Context: an optimization exercise on an open-source flow, tuned for small area, a short achievable clock period and few clock cycles. The choices shown serve that exercise and are no tape-out recipe. The RTL was checked by simulation tests, not by an equivalence proof against the original design. Power figures rest on the tool's default switching activity, not on a simulated workload.

==> design/flow/design.v <==
module syncRam (
	input logic CLK,
	input logic hostWren,
	input logic [7:0] hostAddress,
	input logic [7:0] hostData,
	input logic [1:0] coreWren,
	input logic [9:0] coreOffset,
	input logic [15:0] coreData,
	output logic [2047:0] contents
);
	logic [7:0] winData [2];
	assign winData[0] = coreWren[0] ? coreData[7:0] : hostData;
	assign winData[1] = coreWren[1] ? coreData[15:8] : hostData;
	for (genvar i = 0; i < 256; i++) begin : gByte
		logic hostHit;
		assign hostHit = hostWren && hostAddress == 8'(i);
		if (i < 64) begin : gWin
			logic coreHit;
			assign coreHit = coreWren[i / 32] && coreOffset[(i / 32) * 5 +: 5] == 5'(i % 32);
			always_ff @(posedge CLK) begin
				if (coreHit || hostHit) begin
					contents[i * 8 +: 8] <= winData[i / 32];
				end
			end
		end else begin : gHost
			always_ff @(posedge CLK) begin
				if (hostHit) begin
					contents[i * 8 +: 8] <= hostData;
				end
			end
		end
	end
endmodule
module memArbiter (
	input logic CLK,
	input logic run,
	input logic reqRden,
	input logic reqWren,
	input logic [7:0] reqAddress,
	output logic rspAcq,
	output logic [7:0] rspQ,
	output logic ramWren,
	input logic [2047:0] contents
);
	assign rspAcq = ~run;
	assign ramWren = reqWren & ~run;
	always_ff @(posedge CLK) begin
		if (reqRden) begin
			rspQ <= contents[reqAddress * 8 +: 8];
		end
	end
endmodule
module core #(
	parameter int coreId = 0
) (
	input logic CLK,
	input logic rstN,
	input logic go,
	input logic run,
	input logic [255:0] iWin,
	input logic [255:0] dWin,
	input logic hostIWren,
	input logic [7:0] hostIAddress,
	input logic [7:0] hostIData,
	output logic dWren,
	output logic [4:0] dOffset,
	output logic [7:0] dData,
	output logic haltNext
);
	localparam logic [2:0] LOAD = 3'd0;
	localparam logic [2:0] STORE = 3'd1;
	localparam logic [2:0] ADD = 3'd2;
	localparam logic [2:0] SUB = 3'd3;
	localparam logic [2:0] AND = 3'd4;
	localparam logic [2:0] XOR = 3'd5;
	localparam logic [2:0] JNZ = 3'd6;
	localparam logic [2:0] HALT = 3'd7;
	localparam logic [7:0] windowBase = 8'(coreId * 32);
	logic [7:0] ir;
	logic [4:0] npc;
	logic [7:0] acc;
	logic [2:0] op;
	logic [4:0] a;
	logic active;
	logic exec;
	logic [7:0] m;
	logic [7:0] res;
	logic taken;
	logic [7:0] seqInstr;
	logic [7:0] jmpInstr;
	logic [7:0] irFetch;
	logic [4:0] pcFetch;
	logic [7:0] irFirst;
	assign op = ir[7:5];
	assign a = ir[4:0];
	assign active = go | run;
	assign exec = active && op != HALT;
	assign m = dWin[a * 8 +: 8];
	always_comb begin
		case (op)
			LOAD: res = m;
			ADD: res = acc + m;
			SUB: res = acc - m;
			AND: res = acc & m;
			XOR: res = acc ^ m;
			default: res = acc;
		endcase
	end
	assign dWren = exec && op == STORE;
	assign dOffset = a;
	assign dData = acc;
	assign taken = op == JNZ && acc != 8'd0;
	assign seqInstr = iWin[npc * 8 +: 8];
	assign jmpInstr = iWin[a * 8 +: 8];
	assign irFetch = taken ? jmpInstr : seqInstr;
	assign pcFetch = taken ? a : npc;
	assign haltNext = (exec ? irFetch[7:5] : op) == HALT;
	assign irFirst = (hostIWren && hostIAddress == windowBase) ? hostIData : iWin[7:0];
	always_ff @(posedge CLK or negedge rstN) begin
		if (!rstN) begin
			npc <= 5'd1;
			acc <= 8'd0;
		end else if (!active) begin
			npc <= 5'd1;
			acc <= 8'd0;
		end else if (exec) begin
			npc <= pcFetch + 5'd1;
			acc <= res;
		end
	end
	always_ff @(posedge CLK) begin
		if (!active) begin
			ir <= irFirst;
		end else if (exec) begin
			ir <= irFetch;
		end
	end
endmodule
module runControl (
	input logic CLK,
	input logic rstN,
	input logic start,
	input logic [1:0] haltNext,
	output logic go,
	output logic run,
	output logic done,
	output logic [31:0] cycleCount
);
	assign go = start & ~run;
	always_ff @(posedge CLK or negedge rstN) begin
		if (!rstN) begin
			run <= 1'b0;
			done <= 1'b0;
			cycleCount <= 32'd0;
		end else if (go) begin
			run <= 1'b1;
			done <= 1'b0;
			cycleCount <= 32'hffff_fffe;
		end else if (run) begin
			cycleCount <= cycleCount + 32'd1;
			if (&haltNext) begin
				run <= 1'b0;
				done <= 1'b1;
			end
		end
	end
endmodule
module dualCoreSystem (
	input logic CLK,
	input logic rstN,
	input logic start,
	input logic hostIRden,
	input logic hostIWren,
	input logic [7:0] hostIAddress,
	input logic [7:0] hostIData,
	output logic hostIAcq,
	output logic [7:0] hostIQ,
	input logic hostDRden,
	input logic hostDWren,
	input logic [7:0] hostDAddress,
	input logic [7:0] hostDData,
	output logic hostDAcq,
	output logic [7:0] hostDQ,
	output logic done,
	output logic [31:0] cycleCount
);
	logic [2047:0] iMem;
	logic [2047:0] dMem;
	logic iramWren;
	logic dramWren;
	logic go;
	logic run;
	logic [1:0] coreWren;
	logic [9:0] coreOffset;
	logic [15:0] coreData;
	logic [1:0] haltNext;
	memArbiter iport (
		.CLK(CLK), .run(run),
		.reqRden(hostIRden), .reqWren(hostIWren), .reqAddress(hostIAddress),
		.rspAcq(hostIAcq), .rspQ(hostIQ), .ramWren(iramWren), .contents(iMem)
	);
	syncRam iram (
		.CLK(CLK), .hostWren(iramWren), .hostAddress(hostIAddress), .hostData(hostIData),
		.coreWren(2'b00), .coreOffset(10'd0), .coreData(16'd0), .contents(iMem)
	);
	memArbiter dport (
		.CLK(CLK), .run(run),
		.reqRden(hostDRden), .reqWren(hostDWren), .reqAddress(hostDAddress),
		.rspAcq(hostDAcq), .rspQ(hostDQ), .ramWren(dramWren), .contents(dMem)
	);
	syncRam dram (
		.CLK(CLK), .hostWren(dramWren), .hostAddress(hostDAddress), .hostData(hostDData),
		.coreWren(coreWren), .coreOffset(coreOffset), .coreData(coreData), .contents(dMem)
	);
	core #(.coreId(0)) core0 (
		.CLK(CLK), .rstN(rstN), .go(go), .run(run),
		.iWin(iMem[255:0]), .dWin(dMem[255:0]),
		.hostIWren(iramWren), .hostIAddress(hostIAddress), .hostIData(hostIData),
		.dWren(coreWren[0]), .dOffset(coreOffset[4:0]), .dData(coreData[7:0]),
		.haltNext(haltNext[0])
	);
	core #(.coreId(1)) core1 (
		.CLK(CLK), .rstN(rstN), .go(go), .run(run),
		.iWin(iMem[511:256]), .dWin(dMem[511:256]),
		.hostIWren(iramWren), .hostIAddress(hostIAddress), .hostIData(hostIData),
		.dWren(coreWren[1]), .dOffset(coreOffset[9:5]), .dData(coreData[15:8]),
		.haltNext(haltNext[1])
	);
	runControl runCtrl (
		.CLK(CLK), .rstN(rstN), .start(start), .haltNext(haltNext),
		.go(go), .run(run), .done(done), .cycleCount(cycleCount)
	);
endmodule
==> design/flow/run.sh <==
#!/bin/bash
# synth_recipe.tcl (not shown) runs the flow's synth.tcl, then flattens the netlist and writes it again
# the make line also repeats each setting of config.mk as NAME=value (left out here)
make -C /OpenROAD-flow-scripts/flow DESIGN_CONFIG=/design/flow/config.mk WORK_HOME=/design/flow/orfs CLKGATE_MAP_FILE= SYNTH_SCRIPT=/design/flow/synth_recipe.tcl finish
==> design/flow/config.mk <==
export PLATFORM = sky130hd
export DESIGN_NAME = dualCoreSystem
export DESIGN_NICKNAME = dualCoreSystem
export VERILOG_FILES = /design/flow/design.v
export SDC_FILE = /design/flow/constraint.sdc
export NUM_CORES = 4
export LEC_CHECK = 0
export CAP_MARGIN = 20
export CORE_MARGIN = 2
export CORE_UTILIZATION = 30
export SLEW_MARGIN = 20
==> design/flow/constraint.sdc <==
create_clock -name core_clock -period 7.0 [get_ports {CLK}]
set_input_delay 1.4000 -clock core_clock [delete_from_list [all_inputs] [get_ports {CLK}]]
set_output_delay 1.4000 -clock core_clock [all_outputs]
set_load 0.01 [all_outputs]
==> notes.md <==
## worst paths after layout
| path | to |
|---|---|
| worst min-delay path | runCtrl.cycleCount[31] |
| worst max register to register | core1.acc[6] |
| max in group asynchronous | core0.acc[2] |
| worst max-delay path | core1.acc[6] |
| worst min register to register | runCtrl.done |
| min in group core_clock | runCtrl.done |
## cell usage in the layout, fill, tap and decap left out, types with 30 or more instances in the layout
cell / instances
sky130_fd_sc_hd__nor2b_1: 67
sky130_fd_sc_hd__buf_12: 43
sky130_fd_sc_hd__mux4_2: 1469
sky130_fd_sc_hd__a21oi_1: 140
sky130_fd_sc_hd__mux2i_1: 156
sky130_fd_sc_hd__o21ai_0: 53
sky130_fd_sc_hd__clkdlybuf4s50_1: 61
sky130_fd_sc_hd__mux2_2: 37
sky130_fd_sc_hd__edfxtp_1: 4112
sky130_fd_sc_hd__clkinv_1: 104
sky130_fd_sc_hd__o22ai_1: 76
sky130_fd_sc_hd__clkbuf_1: 76
sky130_fd_sc_hd__a211oi_1: 30
sky130_fd_sc_hd__nand2_1: 450
sky130_fd_sc_hd__inv_1: 39
sky130_fd_sc_hd__dfrtp_1: 58
sky130_fd_sc_hd__buf_4: 225
sky130_fd_sc_hd__clkbuf_16: 417
sky130_fd_sc_hd__a31oi_1: 41
sky130_fd_sc_hd__ha_1: 35
sky130_fd_sc_hd__clkinv_2: 83
sky130_fd_sc_hd__bufinv_16: 32
sky130_fd_sc_hd__nor2_1: 512
sky130_fd_sc_hd__o221ai_1: 43
sky130_fd_sc_hd__nand3_1: 156
## power groups by stage
stage	Combinational, uW	Sequential, uW	Clock [uW]
finish	12000	28700	21900
CTS	11900	28700	22300
global route	12900	28800	23300
detailed placement	11900	29300	0
floorplan	8080	29000	0
global placement	11700	29200	0
## state kept, by name, summed over array words and instances (netlist names)
| register | flops |
|---|---|
| core0.acc | 8 |
| core0.ir | 8 |
| core0.npc | 5 |
| core1.acc | 8 |
| core1.ir | 8 |
| core1.npc | 5 |
| dport.rspQ | 8 |
| dram.contents | 2048 |
| iport.rspQ | 8 |
| iram.contents | 2048 |
| runCtrl.cycleCount | 32 |
| runCtrl.done | 1 |
| runCtrl.run | 1 |
## layer usage
| layer | up-vias | share of wire | track usage |
|---|---|---|---|
| met1 | 47326 | 0.40 | 0.2040 |
| met4 | 8 | 0.030 | 0.04126 |
| met2 | 3977 | 0.49 | 0.2532 |
| met3 | 716 | 0.079 | 0.02712 |
| li1 | 35711 | - | - |
| met5 | - | 0.000086 | 0 |
## worst max-delay path: cells and delay by family (launching register included)
kind	cells	cell delay, ns
DFF	1	0.41
xor gates and xnor gates	2	0.39
AOI/OAI and AO/OA	5	0.75
and+or+nand+nor	5	0.81
adders and majority gates	1	0.27
muxes	3	1.79
buffers and inverters	2	0.50
## final cells by class
class                   instances  share of cell area
diodes                         15           0.0001901
clock buffers                 495             0.05444
clock inverters               268             0.01270
inverters                      45           0.0008682
multi-input cells            3603              0.2304
flip-flops and latches       4188              0.6346
well taps                    7727             0.04897
repair buffers                358             0.01780
## kinds of logic (layout without fill, tap and decap cells)
family                   after synthesis  after routing
other                                  0             15
AND/OR/NAND/NOR                     1352           1352
adder cells (fa/ha/maj)               37             37
AO/OA/AOI/OAI                        504            504
XOR/XNOR                              29             29
multiplexers                        1681           1681
buffers and inverters                611           1166
flip-flops                          4188           4188
## per-stage QoR
step	power, uW	setup WS [ns]
finish	62630	1.840
global route	64920	1.590
CTS	62960	1.939
detailed placement	41150	1.588
global placement	40910	1.642
floorplan	37070	2.600
==> run_summary.xml <==
<?xml version="1.0" encoding="UTF-8"?>
<metrics>
  <group name="final_layout">
    <metric name="total_area_of_sequential_cells" unit="um^2">125300</metric>
    <metric name="nNetsFinal" unit="">8686</metric>
    <metric name="multi_input_area" unit="um^2">45490</metric>
    <metric name="final.fill_count" unit="">53159</metric>
    <metric name="finalCoreUtilization" unit="">0.3426</metric>
    <metric name="post_layout_nonfiller_instances" unit="">16699</metric>
    <metric name="postLayoutCellArea" unit="um^2">197400</metric>
    <metric name="area.growth.synth_to_final" unit="%">13.98</metric>
    <metric name="post_route_cells_drive_above_1_share" unit="">0.2743</metric>
  </group>
  <group name="logic_synthesis">
    <metric name="syn_area" unit="um^2">173200</metric>
    <metric name="synth.lib_cells_used.distinct" unit="">83</metric>
    <metric name="synth_ff_type" unit="">sky130_fd_sc_hd__edfxtp_1</metric>
    <metric name="synth_edf_count" unit="">4112</metric>
    <metric name="synth-seq-area-share" unit="">0.7234</metric>
    <metric name="synth_common_cells" unit="">4,112 x sky130_fd_sc_hd__edfxtp_1, 1,469 x sky130_fd_sc_hd__mux4_2, 517 x sky130_fd_sc_hd__nor2_1</metric>
    <metric name="post-synth-top-area-fraction" unit="">0.7128</metric>
    <metric name="asyncSetResetFlopFracSynth" unit="">0.01433</metric>
    <metric name="cell_accounting_for_the_most_synthesized_area" unit="">sky130_fd_sc_hd__edfxtp_1</metric>
    <metric name="yosys-mux-area-fraction" unit="">0.2045</metric>
    <metric name="synth_top_family_by_area" unit="">multiplexers</metric>
    <metric name="synth_seq_cells" unit="">4188</metric>
    <metric name="synth_adder_area_share" unit="">0.002759</metric>
    <metric name="synth.top_cells.by_area" unit="">sky130_fd_sc_hd__edfxtp_1 71%, sky130_fd_sc_hd__mux4_2 19%, sky130_fd_sc_hd__nor2_1 1.1%</metric>
    <metric name="synthesis.instances" unit="">8402</metric>
    <metric name="postSynthNetCount" unit="">8478</metric>
    <metric name="synth-compound-area-share" unit="">0.01916</metric>
    <metric name="xor_and_xnor_area_share_after_synthesis" unit="">0.001466</metric>
    <metric name="synth_area_per_cell" unit="um^2">20.62</metric>
    <metric name="synth.most_common_cell" unit="">sky130_fd_sc_hd__edfxtp_1</metric>
    <metric name="synth.yosys.warnings" unit="">6</metric>
    <metric name="synthSimpleGateAreaFrac" unit="">0.03345</metric>
  </group>
  <group name="clocking">
    <metric name="clkSlewWorstSetupHoldPaths" unit="ns">0.06</metric>
    <metric name="clockRootBuffer" unit="">sky130_fd_sc_hd__clkbuf_16</metric>
    <metric name="cts.sink_count" unit="">4188</metric>
    <metric name="cts.repair_timing.setup_buffer_count" unit="">0</metric>
    <metric name="cts_inserted_buffers" unit="">414</metric>
    <metric name="post_cts_hold_buffer_count" unit="">0</metric>
    <metric name="tritoncts" unit="">done</metric>
    <metric name="max-clock-path-buffers" unit="">4</metric>
    <metric name="clock_insertion_delay_worst_skew" unit="ns">1.03</metric>
    <metric name="cts_resized" unit="">0</metric>
    <metric name="htree_num_levels" unit="">5</metric>
  </group>
  <group name="power_and_ir_drop">
    <metric name="internal_power" unit="uW">45120</metric>
    <metric name="total_leakage_power" unit="uW">0.06010</metric>
    <metric name="power.ir.vdd_worst" unit="uV">288.6</metric>
    <metric name="p_clk_frac" unit="">0.349</metric>
    <metric name="net-switching-power" unit="uW">17510</metric>
    <metric name="part_of_the_total_power_dissipated_in_sequential_elements" unit="">0.459</metric>
    <metric name="switching_share_of_power" unit="">0.2796</metric>
    <metric name="p_per_area" unit="nW/um^2">317.2</metric>
    <metric name="p_comb_frac" unit="">0.192</metric>
  </group>
  <group name="run">
    <metric name="maxCapViolCount" unit="">0</metric>
  </group>
  <group name="timing">
    <metric name="fin_worst_skew" unit="ns">0.07900</metric>
    <metric name="finalHoldWorstSlack" unit="ns">0.4921</metric>
    <metric name="finalSetupViolations" unit="">0</metric>
    <metric name="slew-limit-headroom" unit="">0.1882</metric>
    <metric name="final.min_clock_period" unit="ns">5.160</metric>
    <metric name="slew_viol_final" unit="">0</metric>
    <metric name="fmax" unit="MHz">193.8</metric>
    <metric name="timing_worst_slew_pin_value" unit="ns">1.213</metric>
    <metric name="timing_hold_violations_final" unit="">0</metric>
    <metric name="setup_repair_after_global_routing_missed_its_margin" unit="">no</metric>
    <metric name="finalSetupTns" unit="ns">0</metric>
    <metric name="final.period_utilization" unit="">0.7371</metric>
  </group>
  <group name="placement">
    <metric name="inst_count_dp" unit="">15918</metric>
    <metric name="detailed_place.area" unit="um^2">184100</metric>
    <metric name="port_buffers" unit="">89</metric>
    <metric name="finalWeightedCongestion" unit="">0.8444</metric>
    <metric name="detailed_place_hpwl" unit="um">279500</metric>
  </group>
  <group name="floorplan">
    <metric name="placeableCoreArea" unit="um^2">576300</metric>
    <metric name="floorplan.die.height" unit="um">763.9</metric>
    <metric name="dieArea" unit="um^2">583500</metric>
    <metric name="ioPinCount" unit="">90</metric>
    <metric name="floorplan.die.width" unit="um">763.9</metric>
    <metric name="fp-row-count" unit="">279</metric>
    <metric name="start_util" unit="">0.3006</metric>
  </group>
  <group name="worst_setup_path">
    <metric name="cp_data_arrival_time" unit="ns">6.08</metric>
    <metric name="worst_setup_path_start_kind" unit="">flip-flop</metric>
    <metric name="cp_slowest_stage_delay" unit="ns">0.66</metric>
    <metric name="worstPathMaxFanout" unit="">72</metric>
    <metric name="cp-end-kind" unit="">flip-flop</metric>
    <metric name="critical-path-slowest-cell" unit="">sky130_fd_sc_hd__mux2i_1</metric>
    <metric name="crit_path_cell_trace" unit="">buf_12 &gt; mux4_2 &gt; mux4_2 &gt; mux2i_1 &gt; nand3_1 &gt; nand2_1 &gt; xor2_1 &gt; ha_1 &gt; inv_1 &gt; nor2_1 &gt; nor2_1 &gt; o21bai_1 &gt; a21oi_1 &gt; xor2_1 &gt; nor2_1 &gt; a21oi_1 &gt; a21oi_1 &gt; a32o_1</metric>
    <metric name="r2r-start" unit="">core1.ir[0]</metric>
    <metric name="required" unit="ns">7.92</metric>
    <metric name="timing.critical_path.from" unit="">core1.ir[0]</metric>
    <metric name="rrSetupSlack" unit="ns">1.84</metric>
    <metric name="critPathKind" unit="">reg -&gt; reg</metric>
    <metric name="timing.reg2reg.worst_path_depth" unit="">18</metric>
  </group>
  <group name="drt">
    <metric name="drc" unit="">0</metric>
    <metric name="detail_route.wirelength" unit="um">454400</metric>
    <metric name="vias" unit="">87738</metric>
    <metric name="routed_via_density" unit="">5.254</metric>
    <metric name="detailedRoute.firstPassIterationCount" unit="">6</metric>
    <metric name="post_drt_wl_per_cell" unit="um">27.21</metric>
    <metric name="ant_nets" unit="">0</metric>
    <metric name="drtIter0Drc" unit="">11016</metric>
  </group>
  <group name="global_route">
    <metric name="grt_pass1_vias" unit="">89643</metric>
    <metric name="grt.total_usage" unit="">0.1516</metric>
    <metric name="wire_length_of_the_first_global_routing_pass" unit="um">655900</metric>
    <metric name="largest_net_degree_at_the_start_of_global_routing" unit="">169</metric>
    <metric name="global_route.overflow_total" unit="">0</metric>
    <metric name="number_of_antenna_violations_at_the_first_check_in_global_routing" unit="">25</metric>
  </group>
  <group name="outcome">
    <metric name="outcome" unit="">no timing/DRC/antenna violations</metric>
  </group>
  <group name="min_path">
    <metric name="min-delay-path-class" unit="">in -&gt; async</metric>
  </group>
</metrics>
Testbench counts, summed over its fixed seeds: cycles 108,722.

-- separate check: timing with driven ports --
The results above use ideal ports. As a check the final layout listed here was re-extracted and re-timed, cells and wires unchanged. Step 1 sets driving cells, clkbuf_16 on the clock port and buf_2 on the other inputs (assumed; they add their load-dependent delay and slew). Step 2 moves the port delays by t, midway between the first and last clock arrival at a register: inputs arrive t later, outputs are due t later. That takes back most of the time a late clock gives input paths. Slacks: no drivers / after step 1 / after step 2; pairs: no drivers / after step 1.
t (ns): 1.089
setup slack, ns: 1.840 / 1.840 / 1.607
hold WS [ns]: 0.492 / 0.428 / 0.524
slew at the worst register clock pin (ns): 0.07 / 0.07
After both steps setup and hold are still met in this run. For this run, drivers alone change the setup slack by 0.000 ns; drivers and shift together by -0.233 ns.
